What follows belongs to an exercise in optimizing a design on an open flow for small area and a short achievable clock period; a production flow would make more cautious choices.
The RTL was checked by simulation tests, not by an equivalence proof against the original design.

**constraint.sdc**
```tcl
create_clock -name core_clock -period 5.0 [get_ports {clk}]
set_input_delay 1.0000 -clock core_clock [delete_from_list [all_inputs] [get_ports {clk}]]
set_output_delay 1.0000 -clock core_clock [all_outputs]
set_load 0.01 [all_outputs]
```
**config.mk**
```make
export PLATFORM = sky130hd
export DESIGN_NAME = rv_core_top
export DESIGN_NICKNAME = rv_core_top
export VERILOG_FILES = /design/flow/design.v
export SDC_FILE = /design/flow/constraint.sdc
export NUM_CORES = 4
export LEC_CHECK = 0
export CAP_MARGIN = 20
export CORE_MARGIN = 2
export CORE_UTILIZATION = 55
export CTS_CLUSTER_DIAMETER = 80
export CTS_CLUSTER_SIZE = 24
export PLACE_DENSITY = 0.65
export SETUP_SLACK_MARGIN = 2.6
export SLEW_MARGIN = 20
export SYNTH_HIERARCHICAL = 1
export SYNTH_MINIMUM_KEEP_SIZE = 0
```
**run.sh**
```bash
#!/bin/bash
# synth_recipe.tcl (not shown) runs the flow's synth.tcl, then flattens the netlist and writes it again
# the make line also repeats each setting of config.mk as NAME=value (left out here)
make -C /OpenROAD-flow-scripts/flow DESIGN_CONFIG=/design/flow/config.mk WORK_HOME=/design/flow/orfs CLKGATE_MAP_FILE= SYNTH_SCRIPT=/design/flow/synth_recipe.tcl finish
```
**design.v**
```verilog
package rv_pkg;
    typedef logic [32-1:0]        xlen_t;        
    typedef logic [32-1:0]        instr_t;       
    typedef logic [5-1:0]  reg_addr_t;    
    typedef logic [16-1:0] dmem_addr_t;   
    typedef enum logic [2:0] {
        alu_add,
        alu_sub,
        alu_and,
        alu_or,
        alu_xor
    } alu_op_e;
    typedef enum logic [1:0] {
        mem_none,
        mem_load,
        mem_store
    } mem_op_e;
    typedef enum logic [2:0] {
        w_word,
        w_half,
        w_half_u,
        w_byte,
        w_byte_u
    } width_e;
endpackage
`timescale 1ns/1ns
module rv_core_top (
    input  logic        clk,
    input  logic        rst_n,
    input  logic        halt,
    output logic [31:0] imem_addr,
    input  logic [31:0] imem_data,
    output logic        dmem_read_wrn,
    output logic [15:0] dmem_addr,
    output logic [31:0] dmem_wdata,
    input  logic [31:0] dmem_rdata,
    output logic        instr_retired,
    output logic        breakpoint_fired,
    output logic        finish_exec
);
    localparam logic [2:0] C_NONE  = 3'b000;    
    localparam logic [2:0] C_OTHER = 3'b001;    
    localparam logic [2:0] C_FIN   = 3'b010;    
    localparam logic [2:0] C_BRK   = 3'b011;    
    localparam logic [2:0] C_REG   = 3'b100;
    localparam logic [2:0] C_IMM   = 3'b101;
    localparam logic [2:0] C_LOAD  = 3'b110;
    localparam logic [2:0] C_STORE = 3'b111;
    wire run = !halt;
    logic [31:2] pc;
    always_ff @(posedge clk or negedge rst_n) begin
        if (!rst_n) pc <= '0;
        else        pc <= pc + {29'd0, run};
    end
    assign imem_addr = {pc, 2'b00};
    logic [2:0] cls_f;
    always_comb begin
        case (imem_data[6:0])
            7'b011_0011: cls_f = C_REG;
            7'b001_0011: cls_f = C_IMM;
            7'b000_0011: cls_f = C_LOAD;
            7'b010_0011: cls_f = C_STORE;
            7'b111_0011: begin
                if (imem_data[14:12] == 3'b000 && imem_data[31:20] == 12'd1)      cls_f = C_BRK;
                else if (imem_data[14:12] == 3'b000 && imem_data[31:20] == 12'd0) cls_f = C_FIN;
                else                                                               cls_f = C_OTHER;
            end
            default:     cls_f = (imem_data == 32'd0) ? C_NONE : C_OTHER;
        endcase
    end
    logic [2:0]  cls_d;
    logic [31:7] ir;
    logic [31:1] s1oh, s2oh;
    always_ff @(posedge clk or negedge rst_n) begin
        if (!rst_n)   cls_d <= C_NONE;
        else if (run) cls_d <= cls_f;
    end
    always_ff @(posedge clk) begin
        if (run) begin
            ir  <= imem_data[31:7];
            for (int k = 1; k < 32; k++) begin
                s1oh[k] <= (imem_data[19:15] == k[4:0]);
                s2oh[k] <= (imem_data[24:20] == k[4:0]);
            end
        end
    end
    logic [31:0] regs [1:31];
    logic [255:0] rf_grp [4];
    logic [7:0]   s1_grp [4];
    logic [7:0]   s2_grp [4];
    logic [31:0]  rs1_n  [4];
    logic [31:0]  rs2_n  [4];
    for (genvar gi = 0; gi < 4; gi++) begin : g_rd
        for (genvar j = 0; j < 8; j++) begin : g_w
            if (gi * 8 + j == 0) begin : g_x0
                assign rf_grp[gi][j*32 +: 32] = 32'd0;
                assign s1_grp[gi][j] = 1'b0;
                assign s2_grp[gi][j] = 1'b0;
            end else begin : g_xn
                assign rf_grp[gi][j*32 +: 32] = regs[gi * 8 + j];
                assign s1_grp[gi][j] = s1oh[gi * 8 + j];
                assign s2_grp[gi][j] = s2oh[gi * 8 + j];
            end
        end
        rv_rd8 u_rd1 (.sel(s1_grp[gi]), .d(rf_grp[gi]), .yn(rs1_n[gi]));
        rv_rd8 u_rd2 (.sel(s2_grp[gi]), .d(rf_grp[gi]), .yn(rs2_n[gi]));
    end
    wire [31:0] rs1_data = ~(rs1_n[0] & rs1_n[1] & rs1_n[2] & rs1_n[3]);
    wire [31:0] rs2_data = ~(rs2_n[0] & rs2_n[1] & rs2_n[2] & rs2_n[3]);
    logic [2:0]  cls_e;
    logic [31:0] opa, opr2;
    logic [31:0] opb;        
    logic [2:0]  f3_e;
    logic [4:0]  rd_e;
    logic        sub_e;
    logic        lgc_e;      
    logic [1:0]  lop_e;      
    logic        mem_e;      
    logic        st_e;       
    wire is_alu_d = (cls_d == C_REG) || (cls_d == C_IMM);
    always_ff @(posedge clk or negedge rst_n) begin
        if (!rst_n) begin
            cls_e <= C_NONE;
            mem_e <= 1'b0;
            st_e  <= 1'b0;
        end else if (run) begin
            cls_e <= cls_d;
            mem_e <= (cls_d == C_LOAD) || (cls_d == C_STORE);
            st_e  <= (cls_d == C_STORE);
        end
    end
    always_ff @(posedge clk) begin
        if (run) begin
            opa   <= rs1_data;
            opr2  <= rs2_data;
            opb   <= (cls_d == C_REG) ? (rs2_data ^ {32{ir[30] && ir[14:12] == 3'b000}})
                                      : {{20{ir[31]}}, (cls_d == C_STORE) ? {ir[31:25], ir[11:7]} : ir[31:20]};
            f3_e  <= ir[14:12];
            rd_e  <= ir[11:7];
            sub_e <= (cls_d == C_REG) && (ir[14:12] == 3'b000) && ir[30];
            lgc_e <= is_alu_d && ir[14] && (ir[13] || !ir[12]);
            lop_e <= ir[13:12];
        end
    end
    logic [31:0] sum;
    logic [31:0] px, g0, p0, g1, p1, g2, p2, g3, p3, g4, p4, g5, p5;
    rv_ks_pg         u_pg (.a(opa), .b(opb), .cin(sub_e), .g(g0), .p(p0), .px(px));
    rv_ks_lvl #(1)   u_l1 (.gi(g0), .pi(p0), .go(g1), .po(p1));
    rv_ks_lvl #(2)   u_l2 (.gi(g1), .pi(p1), .go(g2), .po(p2));
    rv_ks_lvl #(4)   u_l3 (.gi(g2), .pi(p2), .go(g3), .po(p3));
    rv_ks_lvl #(8)   u_l4 (.gi(g3), .pi(p3), .go(g4), .po(p4));
    rv_ks_lvl #(16)  u_l5 (.gi(g4), .pi(p4), .go(g5), .po(p5));
    rv_ks_sum        u_sm (.p(px), .g(g5), .s(sum));
    wire [31:0] lgc  = lop_e[1] ? (lop_e[0] ? (opa & opb) : (opa | opb)) : (opa ^ opb);
    wire [31:0] alu_y = lgc_e ? lgc : sum;
    wire        is_mem_e   = mem_e;
    wire        is_store_e = st_e;
    logic [31:0] st_ext;
    always_comb begin
        case (f3_e[1:0])
            2'b00:   st_ext = {{24{opr2[7]}}, opr2[7:0]};
            2'b01:   st_ext = {{16{opr2[15]}}, opr2[15:0]};
            default: st_ext = opr2;
        endcase
    end
    logic [2:0]  cls_m;
    logic [31:0] res_m;
    logic        ld_m;       
    logic        lb_m;       
    logic        lh_m;       
    logic        lu_m;       
    logic [4:0]  rd_m;
    logic [3:0]  weh_m;      
    logic [7:0]  wel_m;      
    always_ff @(posedge clk or negedge rst_n) begin
        if (!rst_n) begin
            cls_m         <= C_NONE;
            weh_m         <= 4'd0;
            dmem_read_wrn <= 1'b1;
            dmem_addr     <= '0;
            dmem_wdata    <= '0;
        end else if (run) begin
            cls_m         <= cls_e;
            weh_m         <= ((cls_e == C_REG) || (cls_e == C_IMM) || (cls_e == C_LOAD)) ? (4'b1 << rd_e[4:3]) : 4'd0;
            dmem_read_wrn <= !is_store_e;
            dmem_addr     <= is_mem_e ? sum[15:0] : 16'd0;
            dmem_wdata    <= is_store_e ? st_ext : 32'd0;
        end
    end
    always_ff @(posedge clk) begin
        if (run) begin
            res_m <= alu_y;
            ld_m  <= (cls_e == C_LOAD);
            lb_m  <= (cls_e == C_LOAD) && (f3_e[1:0] == 2'b00);
            lh_m  <= (cls_e == C_LOAD) && (f3_e[1:0] == 2'b01);
            lu_m  <= f3_e[2];
            rd_m  <= rd_e;
            wel_m <= 8'b1 << rd_e[2:0];
        end
    end
    wire        ext7  = !lu_m && dmem_rdata[7];
    wire        ext15 = !lu_m && dmem_rdata[15];
    logic [31:0] wdata_m;
    always_comb begin
        wdata_m[7:0]   = ld_m ? dmem_rdata[7:0] : res_m[7:0];
        wdata_m[15:8]  = lb_m ? {8{ext7}} : ld_m ? dmem_rdata[15:8] : res_m[15:8];
        wdata_m[31:16] = lb_m ? {16{ext7}} : lh_m ? {16{ext15}} : ld_m ? dmem_rdata[31:16] : res_m[31:16];
    end
    logic [3:0]  weh_w;
    logic [7:0]  wel_w;
    logic [31:0] wdata_w;
    always_ff @(posedge clk or negedge rst_n) begin
        if (!rst_n)   weh_w <= 4'd0;
        else if (run) weh_w <= weh_m;
    end
    always_ff @(posedge clk) begin
        if (run) begin
            wel_w   <= wel_m;
            wdata_w <= wdata_m;
        end
    end
    for (genvar k = 1; k < 32; k++) begin : g_rf
        always_ff @(posedge clk) begin
            if (weh_w[k / 8] && wel_w[k % 8]) regs[k] <= wdata_w;
        end
    end
    always_ff @(posedge clk or negedge rst_n) begin
        if (!rst_n) begin
            instr_retired    <= 1'b0;
            breakpoint_fired <= 1'b0;
            finish_exec      <= 1'b0;
        end else if (run) begin
            instr_retired    <= (cls_m != C_NONE);
            breakpoint_fired <= (cls_m == C_BRK);
            finish_exec      <= (cls_m == C_FIN);
        end
    end
endmodule
module rv_ks_pg (
    input  logic [31:0] a,
    input  logic [31:0] b,
    input  logic        cin,
    output logic [31:0] g,
    output logic [31:0] p,
    output logic [31:0] px
);
    assign px = a ^ b;
    assign g  = {a[30:0] & b[30:0], cin};
    assign p  = {px[30:0], 1'b0};
endmodule
module rv_ks_lvl #(parameter int D = 1) (
    input  logic [31:0] gi,
    input  logic [31:0] pi,
    output logic [31:0] go,
    output logic [31:0] po
);
    for (genvar k = 0; k < 32; k++) begin : g_bit
        if (k >= D) begin : g_op
            assign go[k] = gi[k] | (pi[k] & gi[k - D]);
            assign po[k] = pi[k] & pi[k - D];
        end else begin : g_pass
            assign go[k] = gi[k];
            assign po[k] = pi[k];
        end
    end
endmodule
module rv_ks_sum (
    input  logic [31:0] p,
    input  logic [31:0] g,
    output logic [31:0] s
);
    assign s = p ^ g;
endmodule
module rv_rd8 (
    input  logic [7:0]   sel,
    input  logic [255:0] d,
    output logic [31:0]  yn
);
    always_comb begin
        yn = '1;
        for (int j = 0; j < 8; j += 2) begin
            yn = yn & ~(({32{sel[j]}} & d[j*32 +: 32]) | ({32{sel[j+1]}} & d[(j+1)*32 +: 32]));
        end
    end
endmodule
```
==> run notes <==
[report_power, final]
group | switching (µW) | internal [µW]
sequential | 244 | 12800
combinational | 1360 | 732
clock | 3690 | 2920
[metal layers]
metal	global-route usage, %	wire [µm]
met5	0	0
met2	48.2	82400
met3	8.24	23600
met4	5.33	3320
met1	46.4	73000
[state kept, by name, indices dropped and copies added, names as in the netlist, 2 cells and up]
register / count
s1oh: 31
wel_w: 8
cls_e: 3
f3_e: 2
pc: 30
weh_m: 4
s2oh: 31
ir: 20
dmem_wdata: 32
cls_m: 3
cls_d: 3
dmem_addr: 16
opa: 32
opr2: 32
res_m: 32
opb: 32
regs: 992
weh_w: 4
rd_e: 5
wdata_w: 32
wel_m: 8
[worst max-delay path, stage by stage, from the launching register on]
cell and delay (ns):
edfxtp_1 0.38, buf_4 0.28, a22oi_1 0.25, and4_1 0.41, nand4_1 0.36, xnor2_1 0.22
o21ai_0 0.25
[what timing repair did]
item / in CTS / in global routing
setup endpoints to repair: 117 / 70
pin swaps: 7 / 40
gates cloned: 0 / 1
hold endpoints to repair: 0 / 0
setup buffers: 39 / 46
gates resized for setup: 125 / 36
[final cells by class]
| cell class | instances | area (µm²) |
|---|---|---|
| diodes | 2 | 5.00 |
| clock buffers | 87 | 1940 |
| clock inverters | 14 | 193 |
| fillers | 8344 | 42700 |
| inverters | 106 | 402 |
| multi-input cells | 2476 | 18300 |
| flip-flops and latches | 1365 | 40500 |
| well taps | 1414 | 1770 |
| repair buffers | 330 | 2960 |
[worst max path at each step]
stage | slack (ns) | from | endpoint | depth (start not counted)
6_report | 2.58 | s2oh[25] | opb[29] | 6
5_1_grt | 2.53 | opb[5] | res_m[30] | 9
4_1_cts | 2.46 | dmem_read_wrn | dmem_read_wrn | 1
3_5_place_dp | 2.01 | imem_data[15] | cls_d[0] | 5
3_3_place_gp | 2.05 | imem_data[15] | cls_d[0] | 5
2_1_floorplan | -1.62 | halt | pc[20] | 8
[stage by stage]
stage / TNS, ns / setup WS, ns
6_report: 0 / 2.58
2_1_floorplan: -211.86 / -1.62
3_3_place_gp: 0 / 2.05
3_5_place_dp: 0 / 2.01
4_1_cts: 0 / 2.46
5_1_grt: 0 / 2.53
==> flow_summary.json <==
{
  "hold_class": "input pin to async pin",
  "start_util_pct": 55.5,
  "tritoncts.num_buffers": 70,
  "syn2layout_area_growth_pct": 9.51,
  "drive_above_1_share_pct": 8.91,
  "finalClockSkew_ns": 0.0344,
  "timing.reg2reg.setup_slack_ns": 2.58,
  "synth_area_mm2": 0.0604,
  "rows": 121,
  "rsz0062_at_grt": "true",
  "dieArea_mm2": 0.112,
  "layoutNonFillerInstCount": 5794,
  "worstRegToRegCells": 6,
  "worst_ep_required_time_ns": 5.48,
  "track_usage_pct": 31.6,
  "coreArea_mm2": 0.109,
  "hpwl_um": 114000,
  "clkTransAtPathRegs_ns": 0.10,
  "final_cell_mix": "edfxtp_1 (1264), a22oi_1 (1027), and4_1 (256)",
  "routed_via_density": 6.91,
  "arrival_ns": 2.91,
  "die_w_um": 335,
  "route.detailed.drc": 0,
  "post_drt_wl_per_cell_um": 31.5,
  "cts_hold_buf": 0,
  "num_vias": 40062,
  "peakVddDrop_mv": 0.242,
  "r2r_end": "opb[29]",
  "utilization_pct": 60.7,
  "die_y_um": 335,
  "fin_crit_sh_pct": 48.5,
  "maxCapViolCount": 0,
  "drt_iter0_drc": 5929,
  "maxSlewHeadroom_pct": 19.0,
  "grt_overflow": 0,
  "r2r_start": "s2oh[25]",
  "critPathKind": "register to register",
  "max_freq_mhz": 413,
  "finalMaxSlewViolations": 0,
  "status": "no timing/DRC/antenna violations",
  "firstDrtPassIters": 8,
  "avgSynthCellArea_um2": 14.4,
  "layout_commonest_cell": "edfxtp_1",
  "power.density_mw_per_mm2": 328,
  "grt_max_degree": 139,
  "fin_total_pwr_uw": 21700,
  "crit_path_end_kind": "register",
  "placed_cells": 5585,
  "cp_max_fo": 32,
  "hold_violations": 0,
  "gp_congestion": 0.961,
  "design_area_mm2": 0.0661,
  "hold_ws_ns": 0.409,
  "insertion_delay_ns": 0.69,
  "post_dp_cell_area_mm2": 0.0627,
  "grt_pass1_wl_um": 258000,
  "grt_pass1_vias": 37078,
  "tightest_slew_ns": 1.22,
  "cts_tree": "yes",
  "cts_buffer_depth": 3,
  "synth_cells": 4199,
  "io_pins": 151,
  "cts_root_buf": "clkbuf_16",
  "htree_levels": 3,
  "startpoint_type": "register",
  "p_leak_uw": 0.0235,
  "min_period_ns": 2.42,
  "cts.sinks": 1365,
  "antenna_left": 0,
  "drt-total-wl_um": 182000,
  "setup_viol": 0,
  "io_buffers": 148,
  "final_nets": 4513,
  "yosysWarnings": 18,
  "antenna_found_initial": 11
}

==> port drivers added, routing unchanged <==
The flow's constraints put no driver on any port. The routed layout listed below was extracted and timed again, unchanged, in two steps.
Step 1: set_driving_cell puts a clkbuf_16 on clk and a buf_2 on each other input, an assumption about the parent block.
Step 2, shift: input delay + t, output delay - t, t = (earliest + latest rising clock arrival at the registers) / 2. This alone moves slack from input paths to output paths.
Three values: no drivers, after step 1, after step 2; two values: the first two.
t, ns: 0.744
setup WS [ns]: 2.576 / 2.568 / 1.982
worst setup path after step 2: input to register
cell pins on the clock port's net: 1
After both steps setup and hold are still met in this run. For this run, drivers alone change the setup slack by -0.008 ns; drivers and shift together by -0.594 ns.
